Context: an optimization exercise on an open-source flow, tuned for small area, a short achievable clock period and few clock cycles per item. The choices shown serve that exercise and are no tape-out recipe.
Only simulation tests tie the RTL to the original design; equivalence was not proved.

$ cat config.mk
export PLATFORM = sky130hd
export DESIGN_NAME = battery_level_from_adc_top
export DESIGN_NICKNAME = battery_level_from_adc_top
export VERILOG_FILES = /design/flow/design.v
export SDC_FILE = /design/flow/constraint.sdc
export NUM_CORES = 4
export LEC_CHECK = 0
export CAP_MARGIN = 20
export CORE_MARGIN = 2
export CORE_UTILIZATION = 40
export SLEW_MARGIN = 20
$ cat constraint.sdc
create_clock -name core_clock -period 8.0 [get_ports {clk}]
set_input_delay 1.6000 -clock core_clock [delete_from_list [all_inputs] [get_ports {clk}]]
set_output_delay 1.6000 -clock core_clock [all_outputs]
set_load 0.01 [all_outputs]
$ cat design.v
`timescale 1ns / 1ps
package blfa_pkg;
	localparam int unsigned RAW_W     = 13;
	localparam int unsigned VOLT_W    = 13;
	localparam int unsigned LEVEL_W   = 14;
	localparam int unsigned MV_W      = 14;
	localparam int unsigned CFG_W     = 14;
	localparam int unsigned CFG_IDX_W = 3;
	localparam int unsigned MUL_W     = 16;
	localparam int unsigned PROD_W    = 2 * MUL_W;
	localparam int unsigned DIV_N_W   = 28;
	localparam int unsigned DIV_D_W   = 13;
	localparam int unsigned DIV_Q_W   = 15;
	localparam int unsigned DIV_CNT_W = 4;
	localparam logic [LEVEL_W-1:0]      LEVEL_MAX   = 14'd10000;
	localparam logic signed [MUL_W-1:0] ADC_SCALE   = 16'sd4000;
	localparam logic signed [MUL_W-1:0] MV_RECIP    = 16'sd26215;
	localparam int unsigned             MV_RECIP_SH = 17;
	localparam logic signed [15:0]      MV_SAT_MAX  = 16'sd8191;
	localparam logic signed [15:0]      MV_SAT_MIN  = -16'sd8192;
	localparam logic [VOLT_W-1:0]  FULL_V_RST  = 13'd4200;
	localparam logic [VOLT_W-1:0]  KNEE1_V_RST = 13'd3660;
	localparam logic [LEVEL_W-1:0] KNEE1_L_RST = 14'd5000;
	localparam logic [VOLT_W-1:0]  KNEE2_V_RST = 13'd3600;
	localparam logic [LEVEL_W-1:0] KNEE2_L_RST = 14'd2100;
	localparam logic [VOLT_W-1:0]  KNEE3_V_RST = 13'd3560;
	localparam logic [LEVEL_W-1:0] KNEE3_L_RST = 14'd1000;
	localparam logic [VOLT_W-1:0]  EMPTY_V_RST = 13'd3100;
	typedef enum logic [CFG_IDX_W-1:0] {
		REG_FULL_V  = 3'd0,
		REG_KNEE1_V = 3'd1,
		REG_KNEE1_L = 3'd2,
		REG_KNEE2_V = 3'd3,
		REG_KNEE2_L = 3'd4,
		REG_KNEE3_V = 3'd5,
		REG_KNEE3_L = 3'd6,
		REG_EMPTY_V = 3'd7
	} cfg_reg_t;
	typedef enum logic [3:0] {
		S_IDLE,
		S_MUL_RAW,
		S_SCALE,
		S_MUL_MV,
		S_LOAD_MV,
		S_TOP_CHECK,
		S_WALK,
		S_MUL_SLOPE,
		S_DIV_GO,
		S_DIV_SLOPE
	} fsm_state_t;
	typedef struct packed {
		logic                 start;
		logic [DIV_N_W-1:0]   dividend;
		logic [DIV_D_W-1:0]   divisor;
	} div_req_t;
	typedef struct packed {
		logic                 done;
		logic [DIV_Q_W-1:0]   quotient;
	} div_rsp_t;
	function automatic logic [LEVEL_W-1:0] clamp_level(input logic signed [16:0] v);
		logic [LEVEL_W-1:0] r;
		if (v < 0) begin
			r = '0;
		end else if (v > $signed({3'b000, LEVEL_MAX})) begin
			r = LEVEL_MAX;
		end else begin
			r = v[LEVEL_W-1:0];
		end
		clamp_level = r;
	endfunction
endpackage
`timescale 1ns / 1ps
module blfa_mul (
	input  logic                                    clk,
	input  logic signed [blfa_pkg::MUL_W-1:0]       a,
	input  logic signed [blfa_pkg::MUL_W-1:0]       b,
	output logic signed [blfa_pkg::PROD_W-1:0]      prod_q
);
	always_ff @(posedge clk) begin
		prod_q <= a * b;
	end
endmodule
`timescale 1ns / 1ps
module blfa_div (
	input  logic                 clk,
	input  logic                 arst_n,
	input  blfa_pkg::div_req_t   req,
	output blfa_pkg::div_rsp_t   rsp
);
	localparam int unsigned DSH_W = blfa_pkg::DIV_D_W + blfa_pkg::DIV_Q_W - 1;
	logic [blfa_pkg::DIV_N_W-1:0]   rem_q;
	logic [DSH_W-1:0]               dsh_q;
	logic [blfa_pkg::DIV_Q_W-1:0]   quo_q;
	logic [blfa_pkg::DIV_CNT_W-1:0] cnt_q;
	logic                           run_q;
	logic                           done_q;
	logic                           fits;
	assign fits = rem_q >= blfa_pkg::DIV_N_W'(dsh_q);
	always_ff @(posedge clk or negedge arst_n) begin
		if (!arst_n) begin
			run_q  <= 1'b0;
			done_q <= 1'b0;
			cnt_q  <= '0;
		end else begin
			done_q <= 1'b0;
			if (req.start) begin
				run_q <= 1'b1;
				cnt_q <= blfa_pkg::DIV_CNT_W'(blfa_pkg::DIV_Q_W);
			end else if (run_q) begin
				cnt_q <= cnt_q - 1'b1;
				if (cnt_q == blfa_pkg::DIV_CNT_W'(1)) begin
					run_q  <= 1'b0;
					done_q <= 1'b1;
				end
			end
		end
	end
	always_ff @(posedge clk) begin
		if (req.start) begin
			rem_q <= req.dividend;
			dsh_q <= {req.divisor, {(blfa_pkg::DIV_Q_W-1){1'b0}}};
			quo_q <= '0;
		end else if (run_q) begin
			if (fits) begin
				rem_q <= rem_q - blfa_pkg::DIV_N_W'(dsh_q);
			end
			quo_q <= {quo_q[blfa_pkg::DIV_Q_W-2:0], fits};
			dsh_q <= dsh_q >> 1;
		end
	end
	assign rsp.done     = done_q;
	assign rsp.quotient = quo_q;
endmodule
`timescale 1ns / 1ps
module battery_level_from_adc_top #(
	parameter int unsigned ADC_BITS = 12
) (
	input  logic                                  clk,
	input  logic                                  arst_n,
	input  logic                                  start,
	output logic                                  busy,
	input  logic signed [blfa_pkg::RAW_W-1:0]     raw_sample,
	output logic                                  done,
	output logic signed [blfa_pkg::MV_W-1:0]      battery_mv,
	output logic        [blfa_pkg::LEVEL_W-1:0]   level_pptt,
	input  logic                                  cfg_wen,
	input  logic        [blfa_pkg::CFG_IDX_W-1:0] cfg_index,
	input  logic        [blfa_pkg::CFG_W-1:0]     cfg_data
);
	logic [blfa_pkg::VOLT_W-1:0]  full_v_q, knee1_v_q, knee2_v_q, knee3_v_q, empty_v_q;
	logic [blfa_pkg::LEVEL_W-1:0] knee1_l_q, knee2_l_q, knee3_l_q;
	blfa_pkg::fsm_state_t state_q, state_d;
	logic [2:0]                            idx_q;
	logic                                  done_q;
	logic signed [blfa_pkg::MUL_W-1:0]     mul_a_q, mul_b_q;
	logic signed [blfa_pkg::MV_W-1:0]      mv_q;
	logic [blfa_pkg::DIV_D_W-1:0]          span_q;
	logic                                  neg_q;
	logic [blfa_pkg::LEVEL_W-1:0]          level_q;
	logic signed [blfa_pkg::PROD_W-1:0]    prod;
	blfa_pkg::div_req_t                    div_req;
	blfa_pkg::div_rsp_t                    div_rsp;
	logic signed [blfa_pkg::PROD_W-1:0]    prod_shr;
	logic signed [15:0]                    q_s;
	logic signed [15:0]                    q_neg;
	logic signed [15:0]                    q_mag;
	logic [blfa_pkg::PROD_W-blfa_pkg::MV_RECIP_SH-1:0] fifth;
	logic [15:0]                           mv_mag;
	logic signed [blfa_pkg::PROD_W-1:0]    prod_neg;
	logic [blfa_pkg::DIV_N_W-1:0]          prod_mag;
	logic signed [15:0]                    mv_wide;
	logic signed [blfa_pkg::MV_W-1:0]      mv_sat;
	logic signed [14:0]                    mv_ext;
	logic [blfa_pkg::VOLT_W-1:0]           volt_cur, volt_prev;
	logic [blfa_pkg::LEVEL_W-1:0]          lvl_cur, lvl_prev;
	logic signed [14:0]                    volt_cur_s;
	logic signed [14:0]                    dl_s, dv_s;
	logic [blfa_pkg::VOLT_W-1:0]           span_d;
	logic                                  at_top, mv_lt_cur, walk_more, span_zero;
	logic signed [16:0]                    sq_s, res_s;
	logic                                  ld_raw, ld_scale, ld_slope, ld_mv, ld_neg;
	logic                                  set_idx1, idx_inc;
	logic                                  fin;
	logic [blfa_pkg::LEVEL_W-1:0]          fin_level;
	always_ff @(posedge clk or negedge arst_n) begin
		if (!arst_n) begin
			full_v_q  <= blfa_pkg::FULL_V_RST;
			knee1_v_q <= blfa_pkg::KNEE1_V_RST;
			knee1_l_q <= blfa_pkg::KNEE1_L_RST;
			knee2_v_q <= blfa_pkg::KNEE2_V_RST;
			knee2_l_q <= blfa_pkg::KNEE2_L_RST;
			knee3_v_q <= blfa_pkg::KNEE3_V_RST;
			knee3_l_q <= blfa_pkg::KNEE3_L_RST;
			empty_v_q <= blfa_pkg::EMPTY_V_RST;
		end else if (cfg_wen) begin
			unique case (cfg_index)
				blfa_pkg::REG_FULL_V:  full_v_q  <= cfg_data[blfa_pkg::VOLT_W-1:0];
				blfa_pkg::REG_KNEE1_V: knee1_v_q <= cfg_data[blfa_pkg::VOLT_W-1:0];
				blfa_pkg::REG_KNEE1_L: knee1_l_q <= cfg_data;
				blfa_pkg::REG_KNEE2_V: knee2_v_q <= cfg_data[blfa_pkg::VOLT_W-1:0];
				blfa_pkg::REG_KNEE2_L: knee2_l_q <= cfg_data;
				blfa_pkg::REG_KNEE3_V: knee3_v_q <= cfg_data[blfa_pkg::VOLT_W-1:0];
				blfa_pkg::REG_KNEE3_L: knee3_l_q <= cfg_data;
				blfa_pkg::REG_EMPTY_V: empty_v_q <= cfg_data[blfa_pkg::VOLT_W-1:0];
				default: ;
			endcase
		end
	end
	blfa_mul u_mul (
		.clk    (clk),
		.a      (mul_a_q),
		.b      (mul_b_q),
		.prod_q (prod)
	);
	blfa_div u_div (
		.clk    (clk),
		.arst_n (arst_n),
		.req    (div_req),
		.rsp    (div_rsp)
	);
	always_comb begin
		prod_shr = prod >>> ADC_BITS;
		q_s      = prod_shr[15:0];
		q_neg    = -q_s;
		q_mag    = q_s[15] ? q_neg : q_s;
		prod_neg = -prod;
		prod_mag = prod[blfa_pkg::PROD_W-1] ? prod_neg[blfa_pkg::DIV_N_W-1:0]
		                                    : prod[blfa_pkg::DIV_N_W-1:0];
		fifth   = prod[blfa_pkg::PROD_W-1:blfa_pkg::MV_RECIP_SH];
		mv_mag  = $unsigned(mul_a_q) + {1'b0, fifth};
		mv_wide = neg_q ? -$signed(mv_mag) : $signed(mv_mag);
		if (mv_wide < blfa_pkg::MV_SAT_MIN) begin
			mv_sat = blfa_pkg::MV_SAT_MIN[blfa_pkg::MV_W-1:0];
		end else if (mv_wide > blfa_pkg::MV_SAT_MAX) begin
			mv_sat = blfa_pkg::MV_SAT_MAX[blfa_pkg::MV_W-1:0];
		end else begin
			mv_sat = mv_wide[blfa_pkg::MV_W-1:0];
		end
	end
	always_comb begin
		case (idx_q)
			3'd1: begin
				volt_cur  = knee1_v_q;
				lvl_cur   = knee1_l_q;
				volt_prev = full_v_q;
				lvl_prev  = blfa_pkg::LEVEL_MAX;
			end
			3'd2: begin
				volt_cur  = knee2_v_q;
				lvl_cur   = knee2_l_q;
				volt_prev = knee1_v_q;
				lvl_prev  = knee1_l_q;
			end
			3'd3: begin
				volt_cur  = knee3_v_q;
				lvl_cur   = knee3_l_q;
				volt_prev = knee2_v_q;
				lvl_prev  = knee2_l_q;
			end
			3'd4: begin
				volt_cur  = empty_v_q;
				lvl_cur   = '0;
				volt_prev = knee3_v_q;
				lvl_prev  = knee3_l_q;
			end
			default: begin
				volt_cur  = full_v_q;
				lvl_cur   = blfa_pkg::LEVEL_MAX;
				volt_prev = full_v_q;
				lvl_prev  = blfa_pkg::LEVEL_MAX;
			end
		endcase
	end
	always_comb begin
		mv_ext     = {mv_q[blfa_pkg::MV_W-1], mv_q};
		volt_cur_s = $signed({2'b00, volt_cur});
		at_top     = mv_ext >= $signed({2'b00, full_v_q});
		mv_lt_cur  = mv_ext < volt_cur_s;
		walk_more  = (idx_q < 3'd4) && mv_lt_cur;
		span_zero  = volt_prev == volt_cur;
		span_d     = volt_prev - volt_cur;
		dl_s       = $signed({1'b0, lvl_prev}) - $signed({1'b0, lvl_cur});
		dv_s       = mv_ext - volt_cur_s;
		sq_s       = neg_q ? -$signed({2'b00, div_rsp.quotient})
		                   : $signed({2'b00, div_rsp.quotient});
		res_s      = $signed({3'b000, lvl_cur}) + sq_s;
	end
	always_comb begin
		state_d = state_q;
		unique case (state_q)
			blfa_pkg::S_IDLE: begin
				if (start) begin
					state_d = blfa_pkg::S_MUL_RAW;
				end
			end
			blfa_pkg::S_MUL_RAW:   state_d = blfa_pkg::S_SCALE;
			blfa_pkg::S_SCALE:     state_d = blfa_pkg::S_MUL_MV;
			blfa_pkg::S_MUL_MV:    state_d = blfa_pkg::S_LOAD_MV;
			blfa_pkg::S_LOAD_MV:   state_d = blfa_pkg::S_TOP_CHECK;
			blfa_pkg::S_TOP_CHECK: begin
				state_d = at_top ? blfa_pkg::S_IDLE : blfa_pkg::S_WALK;
			end
			blfa_pkg::S_WALK: begin
				if (walk_more) begin
					state_d = blfa_pkg::S_WALK;
				end else if (mv_lt_cur || span_zero) begin
					state_d = blfa_pkg::S_IDLE;
				end else begin
					state_d = blfa_pkg::S_MUL_SLOPE;
				end
			end
			blfa_pkg::S_MUL_SLOPE: state_d = blfa_pkg::S_DIV_GO;
			blfa_pkg::S_DIV_GO:    state_d = blfa_pkg::S_DIV_SLOPE;
			blfa_pkg::S_DIV_SLOPE: begin
				if (div_rsp.done) begin
					state_d = blfa_pkg::S_IDLE;
				end
			end
			default: state_d = blfa_pkg::S_IDLE;
		endcase
	end
	always_comb begin
		ld_raw           = 1'b0;
		ld_scale         = 1'b0;
		ld_slope         = 1'b0;
		ld_mv            = 1'b0;
		ld_neg           = 1'b0;
		set_idx1         = 1'b0;
		idx_inc          = 1'b0;
		fin              = 1'b0;
		fin_level        = '0;
		div_req.start    = 1'b0;
		div_req.dividend = prod_mag;
		div_req.divisor  = span_q;
		unique case (state_q)
			blfa_pkg::S_IDLE: begin
				ld_raw = start;
			end
			blfa_pkg::S_SCALE: begin
				ld_neg   = 1'b1;
				ld_scale = 1'b1;
			end
			blfa_pkg::S_LOAD_MV: begin
				ld_mv = 1'b1;
			end
			blfa_pkg::S_TOP_CHECK: begin
				set_idx1  = 1'b1;
				fin       = at_top;
				fin_level = blfa_pkg::LEVEL_MAX;
			end
			blfa_pkg::S_WALK: begin
				if (walk_more) begin
					idx_inc = 1'b1;
				end else if (mv_lt_cur || span_zero) begin
					fin       = 1'b1;
					fin_level = blfa_pkg::clamp_level($signed({3'b000, lvl_cur}));
				end else begin
					ld_slope = 1'b1;
				end
			end
			blfa_pkg::S_DIV_GO: begin
				ld_neg        = 1'b1;
				div_req.start = 1'b1;
			end
			blfa_pkg::S_DIV_SLOPE: begin
				fin       = div_rsp.done;
				fin_level = blfa_pkg::clamp_level(res_s);
			end
			default: ;
		endcase
	end
	always_ff @(posedge clk or negedge arst_n) begin
		if (!arst_n) begin
			state_q <= blfa_pkg::S_IDLE;
			idx_q   <= '0;
			done_q  <= 1'b0;
		end else begin
			state_q <= state_d;
			done_q  <= fin;
			if (set_idx1) begin
				idx_q <= 3'd1;
			end else if (idx_inc) begin
				idx_q <= idx_q + 3'd1;
			end
		end
	end
	always_ff @(posedge clk) begin
		if (ld_raw) begin
			mul_a_q <= blfa_pkg::MUL_W'(raw_sample);
			mul_b_q <= blfa_pkg::ADC_SCALE;
		end else if (ld_scale) begin
			mul_a_q <= q_mag;
			mul_b_q <= blfa_pkg::MV_RECIP;
		end else if (ld_slope) begin
			mul_a_q <= {dl_s[14], dl_s};
			mul_b_q <= {dv_s[14], dv_s};
			span_q  <= span_d;
		end
		if (ld_neg) begin
			neg_q <= (state_q == blfa_pkg::S_SCALE) ? q_s[15]
			                                         : prod[blfa_pkg::PROD_W-1];
		end
		if (ld_mv) begin
			mv_q <= mv_sat;
		end
		if (fin) begin
			level_q <= fin_level;
		end
	end
	assign busy       = state_q != blfa_pkg::S_IDLE;
	assign done       = done_q;
	assign battery_mv = mv_q;
	assign level_pptt = level_q;
endmodule
$ cat run.sh
#!/bin/bash
# synth_recipe.tcl (not shown) runs the flow's synth.tcl, then flattens the netlist and writes it again
# the make line also repeats each setting of config.mk as NAME=value (left out here)
make -C /OpenROAD-flow-scripts/flow DESIGN_CONFIG=/design/flow/config.mk WORK_HOME=/design/flow/orfs CLKGATE_MAP_FILE= SYNTH_SCRIPT=/design/flow/synth_recipe.tcl finish
==> results.cfg <==
[status]
status = timing/DRC/antenna clean

[floorplan]
die_y_um = 271
die_footprint_sq_um = 73600
initial_utilization = 0.406
io_pins = 64
rows = 97
core_area_sq_um = 70400
die_width_um = 271

[clocking]
cts.htree.levels = 2
cts_tree = done
cts.reportedPaths.clkPinSlew_ps = 60
postCtsHoldBufs = 0
cts_setup_buffers = 0
clock-root-buffer = clkbuf_16
insertion_delay_ps = 570
clkSinkCount = 297
number_of_buffers_added_by_the_clock_tree_synthesis_step = 37
clock_tree.buffer_depth = 3
cts.repair.resized = 0

[sta]
setup_viol = 0
worst_clock_skew_ps = 17.2
final_period_minus_worst_setup_slack_ps = 6960
hold_slack_ps = 513
achievable-frequency_mhz = 144
worst_slew_margin_rel = 0.331
least_margin_pin_slew_ps = 1000
grt_setup_unrepaired = no
postLayoutSetupSlackWorst_ps = 1040
hold_viol_final = 0
final_min_period_over_clock_period = 0.870
setup_total_negative_slack_ps = 0
final_max_slew_viol_count = 0

[global_routing]
grt.overflow.total = 0
grt_first_pass_wirelength_mm = 123
antenna_found_initial = 1
grt_util_all_layers = 0.211
grt_max_degree = 89
first_global_vias = 22300

[cells_and_area]
final_nets = 3601
stdcell_count = 4067
final_layout_size_suffix_gt1_frac = 0.0867
area_growth_pct = 9.86
utilization_of_the_core_after_routing = 0.446
n_antenna_cell = 0

[synth]
ys_types = 83
number_of_flip_flops_and_latches_in_the_synthesized_netlist = 297
synthesis.area_sq_um = 28600
postSynth.asyncResetShare = 0.407
synth_compound_area_frac = 0.135
synthSimpleGateAreaFrac = 0.144
synthFlopType = edfxtp_1
synthXorXnorAreaFrac = 0.0554
edff_count_synth = 99
synth_sequential_area_ratio = 0.266
post_synth.cell_area_avg_sq_um = 9.25
syn-instance-count = 3090
mux_cell_area_share_after_synthesis = 0.0487
synth_fp_nets = 3593
synth-adder-area-share = 0.276
synth_top_family_by_area = adder cells
yosys_warnings = 3

[setup_path]
worstPathRequired_ps = 8480
critical_path_cell_count = 22
setup.reg_to_reg.worst_slack_ps = 1040
critPathTopFamily = adder cells
worst-r2r-cell-count = 22
worst-path-max-fanout = 17
critical_path.reg2reg.startpoint = mul_a_q[7]$_DFFE_PP_
critical_path.max_stage_delay_ps = 750
endpoint_type_of_the_worst_setup_path = register
crit_type = reg2reg
critical-path-top-cell-by-count = fa_1
critical_path_arrival_ps = 7440
crit_buf_inv = 4
reg2reg_to = u_mul.prod_q[30]$_DFF_P_
critical_path.startpoint_type = register
setup.worst_path.end = u_mul.prod_q[30]$_DFF_P_
list_of_cells_traversed_by_the_critical_path = and2_1 > fa_1 > inv_1 > fa_1 > fa_1 > inv_1 > fa_1 > fa_1 > inv_1 > fa_1 > inv_1 > ha_1 > a21o_1 > a21o_1 > a21oi_1 > o22ai_1 > a221o_1 > nand2_1 > o2111ai_1 > a41o_1 > a21oi_1 > xnor2_1
worstSetupStartpoint = mul_a_q[7]$_DFFE_PP_
cp_slowest_cell = edfxtp_1

[routing]
route.vias.total = 21900
drt_wl_total_mm = 76.3
wire_per_inst_um = 18.8
drt_first_pass_iters = 9
post-route-drc-count = 0
ant_nets = 0
route.detailed.vias_per_inst = 5.39
initial_drc_count = 1637

[place]
dp_worst_setup_slack_ps = 1100
detailedPlacementHpwl_mm = 57.9
dp.cells = 3999
port_buf_inserts = 63
gp_congestion = 0.850

[job]
timing.max_cap.violations = 0

[min_path]
worstHoldPathType = reg2reg
## worst min path at each step
stage	endpoint	cells past startpoint	start	slack, ps
detailed placement	empty_v_q[12]$_DFFE_PN0P_	1	empty_v_q[12]$_DFFE_PN0P_	500
global route	empty_v_q[12]$_DFFE_PN0P_	1	empty_v_q[12]$_DFFE_PN0P_	530
floorplan	u_div.dsh_q[0]$_SDFFE_PP0P_	2	u_div.dsh_q[0]$_SDFFE_PP0P_	470
finish	empty_v_q[8]$_DFFE_PN0P_	1	empty_v_q[8]$_DFFE_PN0P_	510
global placement	empty_v_q[12]$_DFFE_PN0P_	1	empty_v_q[12]$_DFFE_PN0P_	490
CTS	empty_v_q[8]$_DFFE_PN0P_	1	empty_v_q[8]$_DFFE_PN0P_	510
## area by class of cell
| type | count | area, sq um |
|---|---|---|
| multi-input cells | 2228 | 18900 |
| inverters | 440 | 1650 |
| clock inverters | 17 | 124 |
| repair buffers | 94 | 861 |
| well taps | 940 | 1180 |
| flip-flops and latches | 297 | 7590 |
| clock buffers | 51 | 1070 |
| fillers | 6858 | 39000 |
## layer usage
metal | track usage | wire length, um
met1 | 0.293 | 35100
met2 | 0.340 | 35100
met3 | 0.0319 | 4140
met4 | 0.0604 | 1880
met5 | 0 | 0
## synth_stat cells, types with 11 or more instances
cell type,n,area (sq um)
xor2_1,64,561
a21o_1,49,368
dfstp_2,41,1080
dfxtp_1,77,1540
a211oi_1,11,82.6
o31ai_1,20,150
o21ai_0,166,831
a21oi_1,135,676
nor2b_1,26,163
o211ai_1,12,90.1
mux2i_1,31,310
and2_1,122,763
xnor2_1,115,1010
nand2b_1,29,181
nand4_1,20,125
ha_1,201,2510
a31oi_1,14,87.6
dfrtp_1,80,2000
o41ai_1,12,105
nor2_1,191,717
edfxtp_1,99,2970
o21bai_1,12,90.1
buf_1,11,41.3
a222oi_1,41,410
inv_1,438,1640
nand2_1,314,1180
or2_2,14,87.6
nand3_1,45,225
clkbuf_1,112,420
fa_1,268,5370
or3_1,21,131
mux2_2,96,1080
and3_1,13,81.3
nor3_1,35,175
o21a_1,19,143
## cells in the final DEF (no fill, tap or decap), types with 12 or more instances in the layout
master / n
a21o_1: 49
a21oi_1: 135
a222oi_1: 41
a31oi_1: 14
and2_1: 122
and3_1: 13
buf_4: 32
clkbuf_16: 38
clkdlybuf4s50_1: 62
dfrtp_1: 79
dfstp_2: 41
dfxtp_1: 77
edfxtp_1: 99
fa_1: 268
ha_1: 200
inv_1: 438
mux2_2: 96
mux2i_1: 31
nand2_1: 314
nand2b_1: 29
nand3_1: 45
nand4_1: 20
nor2_1: 191
nor2b_1: 25
nor3_1: 31
o211ai_1: 12
o21a_1: 19
o21ai_0: 166
o31ai_1: 20
o41ai_1: 12
or2_2: 14
or3_1: 21
xnor2_1: 115
xor2_1: 64
## per-stage QoR
| stage | cell area (sq um) |
|---|---|
| 6_report | 31400 |
| 5_1_grt | 31400 |
| 4_1_cts | 31400 |
| 3_5_place_dp | 30200 |
| 3_3_place_gp | 30200 |
| 2_1_floorplan | 28600 |
## sequential cells by signal, indices dropped and copies added, names as in the netlist, 3 cells and up
name	count
level_q	14
knee3_l_q	14
mv_q	14
idx_q	3
u_div.rem_q	28
knee1_l_q	14
knee1_v_q	13
knee2_l_q	14
knee2_v_q	13
mul_b_q	16
empty_v_q	13
u_div.dsh_q	27
u_div.cnt_q	4
mul_a_q	16
full_v_q	13
span_q	13
u_mul.prod_q	32
u_div.quo_q	15
knee3_v_q	13
state_q	4
## cells by family after synthesis
kind of cell               Yosys count
adders and majority gates          470
muxes                              127
buffers and inverters              565
xor gates and xnor gates           180
AOI/OAI and AO/OA                  586
DFF                                297
and+or+nand+nor                    865
Testbench counts, summed over its fixed seeds: cycles 77,396, items 3,200.

==> port drivers added, routing unchanged <==
In the flow no input, the clock included, has a driving cell. The finished layout below was timed again as built, in two steps. Step 1 assumes that a clkbuf_16 drives the clock port and a buf_2 every other input. Step 2 adds t to the input delays and takes it off the output delays; t is the mean of the earliest and latest rising clock arrival at the registers after step 1. Input paths then give back, and output paths get back, about the clock's delay inside the block. Three values: no drivers, after step 1, after step 2; two values: the first two.
t, ns: 0.619
slack for setup (ns): 1.038 / 1.038 / 1.038
latest minus earliest clock arrival (ns): 0.018 / 0.018
pins driven straight from the clock port: 1
After both steps this run still meets setup and hold. For this run, drivers alone change the setup slack by 0.000 ns; drivers and shift together by 0.000 ns.
